From an optimization exercise on the open Yosys and OpenROAD flow, aimed at small area; shortcuts taken in it are not production practice. In this exercise RTL edits were held to simulation tests only and were not proved equivalent to the original. Power and IR drop assume default switching activity.

## job 5090
// dlx_core
module dlx_core (
   input  logic        clk,
   input  logic        arst_n,
   output logic        instr_rd_en,
   output logic [19:0] instr_addr,
   input  logic [31:0] instruction,
   output logic        data_rd_en,
   output logic        data_wr_en,
   output logic [31:0] data_addr,
   input  logic [31:0] data_read,
   output logic [31:0] data_write
);
   localparam logic [1:0] st_f1  = 2'd0;
   localparam logic [1:0] st_f2  = 2'd1;
   localparam logic [1:0] st_hold = 2'd2;  
   localparam logic [1:0] st_bub = 2'd3;   
   logic [2:0]  ph;
   logic [1:0]  st;
   logic        clr_q;
   logic        rd_en_q;
   logic [19:0] pc;
   logic        carry_q;
   logic        zacc_q;
   logic        lt_q;
   logic        pend_q;
   logic [4:0]  srd_q;
   logic [27:0] asr;
   logic [31:0] bsr;
   logic ph0, ph6, ph7;
   assign ph0 = (ph == 3'd0);
   assign ph6 = (ph == 3'd6);
   assign ph7 = (ph == 3'd7);
   logic [5:0] opc, fn;
   logic is_r, is_addi, is_lw, is_sw, is_beqz, is_bnez;
   logic f_add, f_sub, f_and, f_or, f_xor, f_slt, known_r;
   assign opc     = instruction[31:26];
   assign fn      = instruction[5:0];
   assign is_r    = (opc == 6'h00);
   assign is_addi = (opc == 6'h08);
   assign is_lw   = (opc == 6'h23);
   assign is_sw   = (opc == 6'h2b);
   assign is_beqz = (opc == 6'h04);
  ...
For scale: ~1,900 cells after synthesis, about 1,100 flip-flops, ~150 I/O pins, ~28,000 sq um of cells after synthesis.
export LEC_CHECK = 0
export CAP_MARGIN = 20
export CORE_MARGIN = 2
export CORE_UTILIZATION = 40
export PLACE_DENSITY = 0.6
export SLEW_MARGIN = 20
export SYNTH_HIERARCHICAL = 1
create_clock -name core_clock -period 10.0 [get_ports {clk}]
standard.sh (not shown) runs the stock make flow with config.mk's settings and CLKGATE_MAP_FILE= SYNTH_SCRIPT=/design/flow/synth_recipe.tcl, a recipe that flattens the netlist after the stock synthesis.
==> flow/flow/run.sh <==
#!/bin/bash
# The standard layout (the standard.sh: ORFS from synthesis to finish)
# with two changes: the port buffers use the smallest buffer cell, and
# clock tree synthesis uses clkbuf_8 clusters and adds no dummy loads.
set -euo pipefail
export BUFFER_PORTS_ARGS="-buffer_cell sky130_fd_sc_hd__buf_1"
export CTS_ARGS="-sink_clustering_enable -repair_clock_nets -dont_use_dummy_load -buf_list sky130_fd_sc_hd__clkbuf_8 -sink_clustering_size 20 -sink_clustering_max_diameter 50"
bash standard.sh > standard_flow.log 2>&1
Here is what was changed in the inputs of job 2942 compared with job 5090.
- SYNTH_HIERARCHICAL: 1 -> unset
[summary]
Summary of the comparison: post-route clock period utilization is lower in job 2942, relative to job 5090.
Going from job 5090 to job 2942, routed via count shows an increase of 8.9%, post-layout instance count excluding filler cells shows an increase of 4.8%, total negative slack for setup checks shows no meaningful change, length of routed met2 wiring shows an increase of 26%, non-clock buffer count shows an increase of 8.
Taking job 5090 as the reference point, the synthesized cell count of job 2942 rises by 135.
Job 2942 against job 5090: final total power climbed about 1.4%; design area now larger.
Job 2942 against job 5090: sequential share of layout area dropped 1.5 points, area share of and/or/nand/nor cells after synthesis climbed 1.1 points.
What job 352 does differently from job 2942 at the input level:
- CTS_CLUSTER_DIAMETER newly set to 50
- CTS_BUF_LIST newly set to sky130_fd_sc_hd__clkbuf_8
- CTS_CLUSTER_SIZE newly set to 20
==> flow/flow/run.sh <==
#!/bin/bash
# The standard layout (the standard.sh: ORFS synthesis to finish),
# with the port buffers made of the smallest buffer cell.
set -euo pipefail
export BUFFER_PORTS_ARGS="-buffer_cell sky130_fd_sc_hd__buf_1"
bash standard.sh > standard_flow.log 2>&1
==> comparison <==
- Job 352 closes out successfully: all stages finished, all timing, DRC and antenna checks passed.
- Relative to job 2942, job 352 degrades power.
- Job 2942 → job 352: met3 global-route usage barely changed; relative slew slack saw a decrease.
- For clock slew at the register clock pins of the worst setup and hold paths, job 2942 and job 352 come out practically identical.
- Job 352 vs. job 2942: final instance area higher; worst-skew pair later-pin latency higher; setup slack lower.
- Job 2942 reports its first element of the critical path as instruction[28] while job 352 reports instruction[27].

---

Setup of harbor:
Another version of the RTL of dlx_core (not shown whole).
Size in the first run: about 1700 cells after synthesis, roughly 1100 flip-flops, ~150 I/O pins, roughly 26000 um2 of cells after synthesis.
Design dlx_core, start of the top module:
module dlx_core (
   input  logic        clk,
   input  logic        arst_n,
   output logic        instr_rd_en,
   output logic [19:0] instr_addr,
   input  logic [31:0] instruction,
   output logic        data_rd_en,
   output logic        data_wr_en,
   output logic [31:0] data_addr,
   input  logic [31:0] data_read,
   output logic [31:0] data_write
);
Settings: LEC_CHECK=0, CAP_MARGIN=20, CORE_MARGIN=2, CORE_UTILIZATION=40, PLACE_DENSITY=0.6, SLEW_MARGIN=20, SYNTH_HIERARCHICAL=1; clock period 10.0 ns.
==> flow/flow/run.sh <==
#!/bin/bash
# The standard layout (the standard.sh: ORFS from synthesis to finish)
# with two changes: the port buffers use the smallest buffer cell, and
# clock tree synthesis uses clkbuf_8 clusters and adds no dummy loads.
set -euo pipefail
export BUFFER_PORTS_ARGS="-buffer_cell sky130_fd_sc_hd__buf_1"
export CTS_ARGS="-sink_clustering_enable -repair_clock_nets -dont_use_dummy_load -buf_list sky130_fd_sc_hd__clkbuf_8 -sink_clustering_size 20 -sink_clustering_max_diameter 70"
bash standard.sh > standard_flow.log 2>&1
harbor ended with every stage complete and zero timing, DRC or antenna violations.
#### Input delta (lagoon over harbor)
- changing CORE_UTILIZATION from 40 to 60
- changing PLACE_DENSITY from 0.6 to 0.8
--- a/flow/flow/run.sh
+++ b/flow/flow/run.sh
@@ -6,3 +6,3 @@
 export BUFFER_PORTS_ARGS="-buffer_cell sky130_fd_sc_hd__buf_1"
-export CTS_ARGS="-sink_clustering_enable -repair_clock_nets -dont_use_dummy_load -buf_list sky130_fd_sc_hd__clkbuf_8 -sink_clustering_size 20 -sink_clustering_max_diameter 70"
+export CTS_ARGS="-sink_clustering_enable -repair_clock_nets -dont_use_dummy_load -buf_list sky130_fd_sc_hd__clkbuf_8 -sink_clustering_size 20 -sink_clustering_max_diameter 50"
 bash standard.sh > standard_flow.log 2>&1
Findings:
Status: switching part of the total parity (harbor, lagoon)
Of harbor and lagoon, the higher share of the cycle needed by the critical path after routing belongs to lagoon.
lagoon vs harbor, final-layout worst hold slack went up by 0.027 ns.
From harbor to lagoon, number of flops mapped to enable cells by yosys did not move at all.
On post-layout utilization of the core: lagoon sits above harbor.
Compared with harbor, lagoon shows a cell count that is 291 lower.
Setup slack delta for lagoon relative to harbor: 0.039 ns lower
Against harbor, routed wire length in lagoon rose by a few percent.
## Diff of input files: nickel against lagoon
- PLACE_DENSITY: 0.8 -> 0.6
- CORE_UTILIZATION: 60 -> 40
--- a/flow/flow/run.sh
+++ b/flow/flow/run.sh
@@ -6,3 +6,3 @@
 export BUFFER_PORTS_ARGS="-buffer_cell sky130_fd_sc_hd__buf_1"
-export CTS_ARGS="-sink_clustering_enable -repair_clock_nets -dont_use_dummy_load -buf_list sky130_fd_sc_hd__clkbuf_8 -sink_clustering_size 20 -sink_clustering_max_diameter 50"
+export CTS_ARGS="-sink_clustering_enable -repair_clock_nets -dont_use_dummy_load -buf_list sky130_fd_sc_hd__clkbuf_8 -sink_clustering_size 20 -sink_clustering_max_diameter 80"
 bash standard.sh > standard_flow.log 2>&1
==> comparison <==
Looking at arrival time at the worst endpoint across lagoon and nickel, the one that comes out higher is lagoon.
Going from lagoon to nickel, number of search-and-repair iterations in the first detailed-routing pass lost 4, final clock period utilization by the worst path lost 0.40 points.
lagoon has a higher routed via count than nickel.
The final reports for nickel and lagoon show sequential fraction of total cell area lower in the former.
[compare] base=lagoon new=nickel: net total in the final layout neither gained nor lost much, cell depth of the worst setup path moved up, non-clock buffer count has increased.
Cell count up 284 in nickel wrt lagoon
Diff lagoon -> nickel: count of multi-input gates roughly the same; final cell area excluding filler cells higher.
The following lists how amber was set up differently from nickel:
- GPL_TIMING_DRIVEN now 0, previously not set
--- a/flow/flow/run.sh
+++ b/flow/flow/run.sh
@@ -6,3 +6,3 @@
 export BUFFER_PORTS_ARGS="-buffer_cell sky130_fd_sc_hd__buf_1"
-export CTS_ARGS="-sink_clustering_enable -repair_clock_nets -dont_use_dummy_load -buf_list sky130_fd_sc_hd__clkbuf_8 -sink_clustering_size 20 -sink_clustering_max_diameter 80"
+export CTS_ARGS="-sink_clustering_enable -repair_clock_nets -dont_use_dummy_load -buf_list sky130_fd_sc_hd__clkbuf_8 -sink_clustering_size 20 -sink_clustering_max_diameter 70"
 bash standard.sh > standard_flow.log 2>&1
[summary]
Compared with nickel, wire length after detailed routing in amber decreased slightly.
Min utilization across nickel and amber: nickel
Status: number of flip-flops and latches in the synthesized netlist parity (amber, nickel)
The met3 layer usage reported by global route in amber was higher than what nickel gave.
The inputs of onyx differ from those of amber as listed below.
- removing GPL_TIMING_DRIVEN (formerly 0)
--- a/flow/flow/run.sh
+++ b/flow/flow/run.sh
@@ -6,3 +6,3 @@
 export BUFFER_PORTS_ARGS="-buffer_cell sky130_fd_sc_hd__buf_1"
-export CTS_ARGS="-sink_clustering_enable -repair_clock_nets -dont_use_dummy_load -buf_list sky130_fd_sc_hd__clkbuf_8 -sink_clustering_size 20 -sink_clustering_max_diameter 70"
+export CTS_ARGS="-sink_clustering_enable -repair_clock_nets -dont_use_dummy_load -buf_list sky130_fd_sc_hd__clkbuf_8 -sink_clustering_size 20 -sink_clustering_max_diameter 50"
 bash standard.sh > standard_flow.log 2>&1
Results
onyx against amber: delay contributed by the slowest stage of the critical path now larger, routed wire length moved up, cell count did not really move.
onyx ran to completion and came out clean on the timing, design-rule and antenna checks.

---

Another version of the RTL of dlx_core (not shown whole).
Size: roughly 2000 cells after synthesis, roughly 1100 flip-flops, roughly 150 I/O pins, about 29000 µm² of cells after synthesis.
export LEC_CHECK = 0
export CAP_MARGIN = 20
export CORE_MARGIN = 2
export CORE_UTILIZATION = 40
export CTS_BUF_LIST = sky130_fd_sc_hd__clkbuf_8 sky130_fd_sc_hd__clkbuf_16
export CTS_CLUSTER_DIAMETER = 60
export CTS_CLUSTER_SIZE = 30
export PLACE_DENSITY = 0.6
export SLEW_MARGIN = 20
create_clock -name core_clock -period 10.0 [get_ports {clk}]
run.sh (not shown) runs the stock make flow with config.mk's settings and CLKGATE_MAP_FILE= SYNTH_SCRIPT=/design/flow/synth_recipe.tcl, a recipe that flattens the netlist after the stock synthesis.
Stock flow here: none of the scripts above is used.
The starting point completed without violations.
Edit:
CORE_UTILIZATION = 25   (was 40)
CTS_BUF_LIST = not set   (was sky130_fd_sc_hd__clkbuf_8 sky130_fd_sc_hd__clkbuf_16)
CTS_CLUSTER_DIAMETER = not set   (was 60)
CTS_CLUSTER_SIZE = not set   (was 30)
PLACE_DENSITY = 0.4   (was 0.6)
What happened: The changed run produced a clean layout; total power increases by about a fifth; cell count increases by about a fifth; sequential share of layout area shrinks by 4.6 points; die area increases by well over a third.
Edit:
CORE_UTILIZATION = 40   (was 25)
CTS_BUF_LIST = sky130_fd_sc_hd__clkbuf_8   (was not set)
CTS_CLUSTER_DIAMETER = 50   (was not set)
CTS_CLUSTER_SIZE = 20   (was not set)
PLACE_DENSITY = 0.6   (was 0.4)
=>
- synthesized cell count is unchanged
- combinational power fell by about 3%
- setup slack loses 200 ps
Edit:
CTS_BUF_LIST = sky130_fd_sc_hd__clkbuf_4   (was sky130_fd_sc_hd__clkbuf_8)
CTS_CLUSTER_DIAMETER = not set   (was 50)
CTS_CLUSTER_SIZE = not set   (was 20)
=>
- synthesized cell count does not change
- non-clock buffer count is unchanged
- sequential share of layout area drops by 3.1 points
- setup slack loses 46 ps
- register-to-register slack loses 60 ps
- wire length climbs by a few percent
- power climbs by about a fifth
- clock-buffer cell count climbs by 304

---

Another version of the RTL of dlx_core (not shown whole).
Size: ~1700 cells after synthesis, roughly 1100 flip-flops, roughly 150 I/O pins, roughly 27000 um^2 of cells after synthesis.
export LEC_CHECK = 0
export CAP_MARGIN = 0
export CORE_MARGIN = 2
export CORE_UTILIZATION = 40
export PLACE_DENSITY = 0.6
export SLEW_MARGIN = 0
export SYNTH_HIERARCHICAL = 1
create_clock -name core_clock -period 10.0 [get_ports {clk}]
standard.sh (not shown) runs the stock make flow with config.mk's settings and CLKGATE_MAP_FILE= SYNTH_SCRIPT=/design/flow/synth_recipe.tcl, a recipe that flattens the netlist after the stock synthesis.
==> flow/flow/run.sh <==
#!/bin/bash
# The standard layout (the standard.sh: ORFS from synthesis to finish)
# with two changes: the port buffers use the smallest buffer cell, and
# clock tree synthesis uses clkbuf_8 clusters and adds no dummy loads.
set -euo pipefail
export BUFFER_PORTS_ARGS="-buffer_cell sky130_fd_sc_hd__buf_1"
export CTS_ARGS="-sink_clustering_enable -repair_clock_nets -dont_use_dummy_load -buf_list sky130_fd_sc_hd__clkbuf_8 -sink_clustering_size 20 -sink_clustering_max_diameter 50"
bash standard.sh > standard_flow.log 2>&1
Change:
CAP_MARGIN = 20   (was 0)
SLEW_MARGIN = 20   (was 0)
The changed run produced a clean layout.
Total power barely changes.
Synthesized area does not change.
Clock-buffer cell count stays the same.
Setup slack is about the same.

---

dlx_core, a different RTL version from the one above (not shown whole).
==> flow/design.v (excerpt) <==
module dlx_core (
   input  logic        clk,
   input  logic        arst_n,
   output logic        instr_rd_en,
   output logic [19:0] instr_addr,
   input  logic [31:0] instruction,
   output logic        data_rd_en,
   output logic        data_wr_en,
   output logic [31:0] data_addr,
   input  logic [31:0] data_read,
   output logic [31:0] data_write
);
clock: 10.0 ns
lec_check: 0
cap_margin: 20
core_margin: 2
core_utilization: 40
place_density: 0.6
slew_margin: 20
synth_hierarchical: 1
==> flow/flow/run.sh <==
#!/bin/bash
# The standard layout (the standard.sh: ORFS from synthesis to finish)
# with two changes: the port buffers use the smallest buffer cell, and
# clock tree synthesis uses clkbuf_8 clusters and adds no dummy loads.
set -euo pipefail
export BUFFER_PORTS_ARGS="-buffer_cell sky130_fd_sc_hd__buf_1"
export CTS_ARGS="-sink_clustering_enable -repair_clock_nets -dont_use_dummy_load -buf_list sky130_fd_sc_hd__clkbuf_8 -sink_clustering_size 20 -sink_clustering_max_diameter 80"
bash standard.sh > standard_flow.log 2>&1
Change:
==> flow/flow/run.sh (replaced) <==
#!/bin/bash
# The standard layout (the standard.sh: ORFS from synthesis to finish)
# with two changes: the port buffers use the smallest buffer cell, and
# clock tree synthesis uses clkbuf_8 clusters and adds no dummy loads.
set -euo pipefail
export BUFFER_PORTS_ARGS="-buffer_cell sky130_fd_sc_hd__buf_1"
export CTS_ARGS="-sink_clustering_enable -repair_clock_nets -dont_use_dummy_load -buf_list sky130_fd_sc_hd__clkbuf_8 -sink_clustering_size 20 -sink_clustering_max_diameter 50"
bash standard.sh > standard_flow.log 2>&1
--- a/flow/config.mk
+++ b/flow/config.mk
@@ -8,6 +8,6 @@
 export CAP_MARGIN = 20
 export CORE_MARGIN = 2
-export CORE_UTILIZATION = 40
-export PLACE_DENSITY = 0.6
+export CORE_UTILIZATION = 60
+export PLACE_DENSITY = 0.8
 export SLEW_MARGIN = 20
 export SYNTH_HIERARCHICAL = 1
Result:
- sequential power goes up by about 0.9%
- non-clock buffer count decreases by 2
- power came out higher by 1.7%
- worst setup slack is worse by 0.074 ns
- area after synthesis stays the same

[re-timing with driven ports]
How much do the figures lean on ideal ports? The routed layouts below were timed once more, with nothing changed but the port constraints. Step 1 (the two cells are an assumption about what drives the block):
set clk [get_ports {clk}]
set_driving_cell -lib_cell sky130_fd_sc_hd__clkbuf_16 $clk
set_driving_cell -lib_cell sky130_fd_sc_hd__buf_2 [delete_from_list [all_inputs] $clk]
Step 2, shift: input delay + t, output delay - t, t = (earliest + latest rising clock arrival at the registers) / 2. This alone moves slack from input paths to output paths. a / b / c = ideal / step 1 / step 2; a / b = the first two.
run	t, ns	slack for setup (ns)	hold slack, ns	slew at the worst register clock pin (ns)
job 5090	0.716	0.516 / 0.480 / 0.480	0.259 / 0.259 / 0.259	0.11 / 0.11
job 2942	0.735	1.129 / 1.106 / 1.106	0.266 / 0.266 / 0.266	0.11 / 0.11
job 352	0.784	1.097 / 1.073 / 1.073	0.307 / 0.307 / 0.307	0.11 / 0.11
harbor	0.691	0.237 / 0.214 / -0.184	0.284 / 0.284 / 0.284	0.12 / 0.12
lagoon	0.669	0.198 / 0.178 / -0.294	0.311 / 0.311 / 0.311	0.12 / 0.12
nickel	0.727	0.238 / 0.215 / -0.218	0.301 / 0.301 / 0.301	0.12 / 0.12
amber	0.678	0.225 / 0.203 / -0.384	0.280 / 0.280 / 0.280	0.12 / 0.12
onyx	0.696	0.241 / 0.218 / -0.224	0.282 / 0.282 / 0.282	0.12 / 0.12
the first run of note 3	0.682	1.135 / 1.073 / 1.073	0.317 / 0.317 / 0.317	0.10 / 0.10
the second run of note 3	0.744	1.361 / 1.274 / 1.274	0.296 / 0.296 / 0.296	0.07 / 0.07
the third run of note 3	0.754	1.161 / 1.100 / 1.100	0.306 / 0.306 / 0.306	0.11 / 0.11
the fourth run of note 3	1.079	1.115 / 1.056 / 1.056	0.236 / 0.236 / 0.236	0.08 / 0.08
the first run of note 4	0.712	0.422 / 0.461 / -0.251	0.286 / 0.286 / 0.286	0.11 / 0.11
the second run of note 4	0.715	0.425 / 0.463 / -0.251	0.285 / 0.285 / 0.285	0.12 / 0.12
the first run of note 5	0.726	0.361 / 0.389 / -0.333	0.302 / 0.302 / 0.302	0.12 / 0.12
the second run of note 5	0.668	0.287 / 0.268 / -0.351	0.277 / 0.277 / 0.277	0.12 / 0.12
With both steps, setup timing fails in 9 of these runs, where it was met with ideal ports. The setup slack of the first run of note 5, which loses most, moves by +0.028 ns with the drivers and by -0.694 ns with both steps.
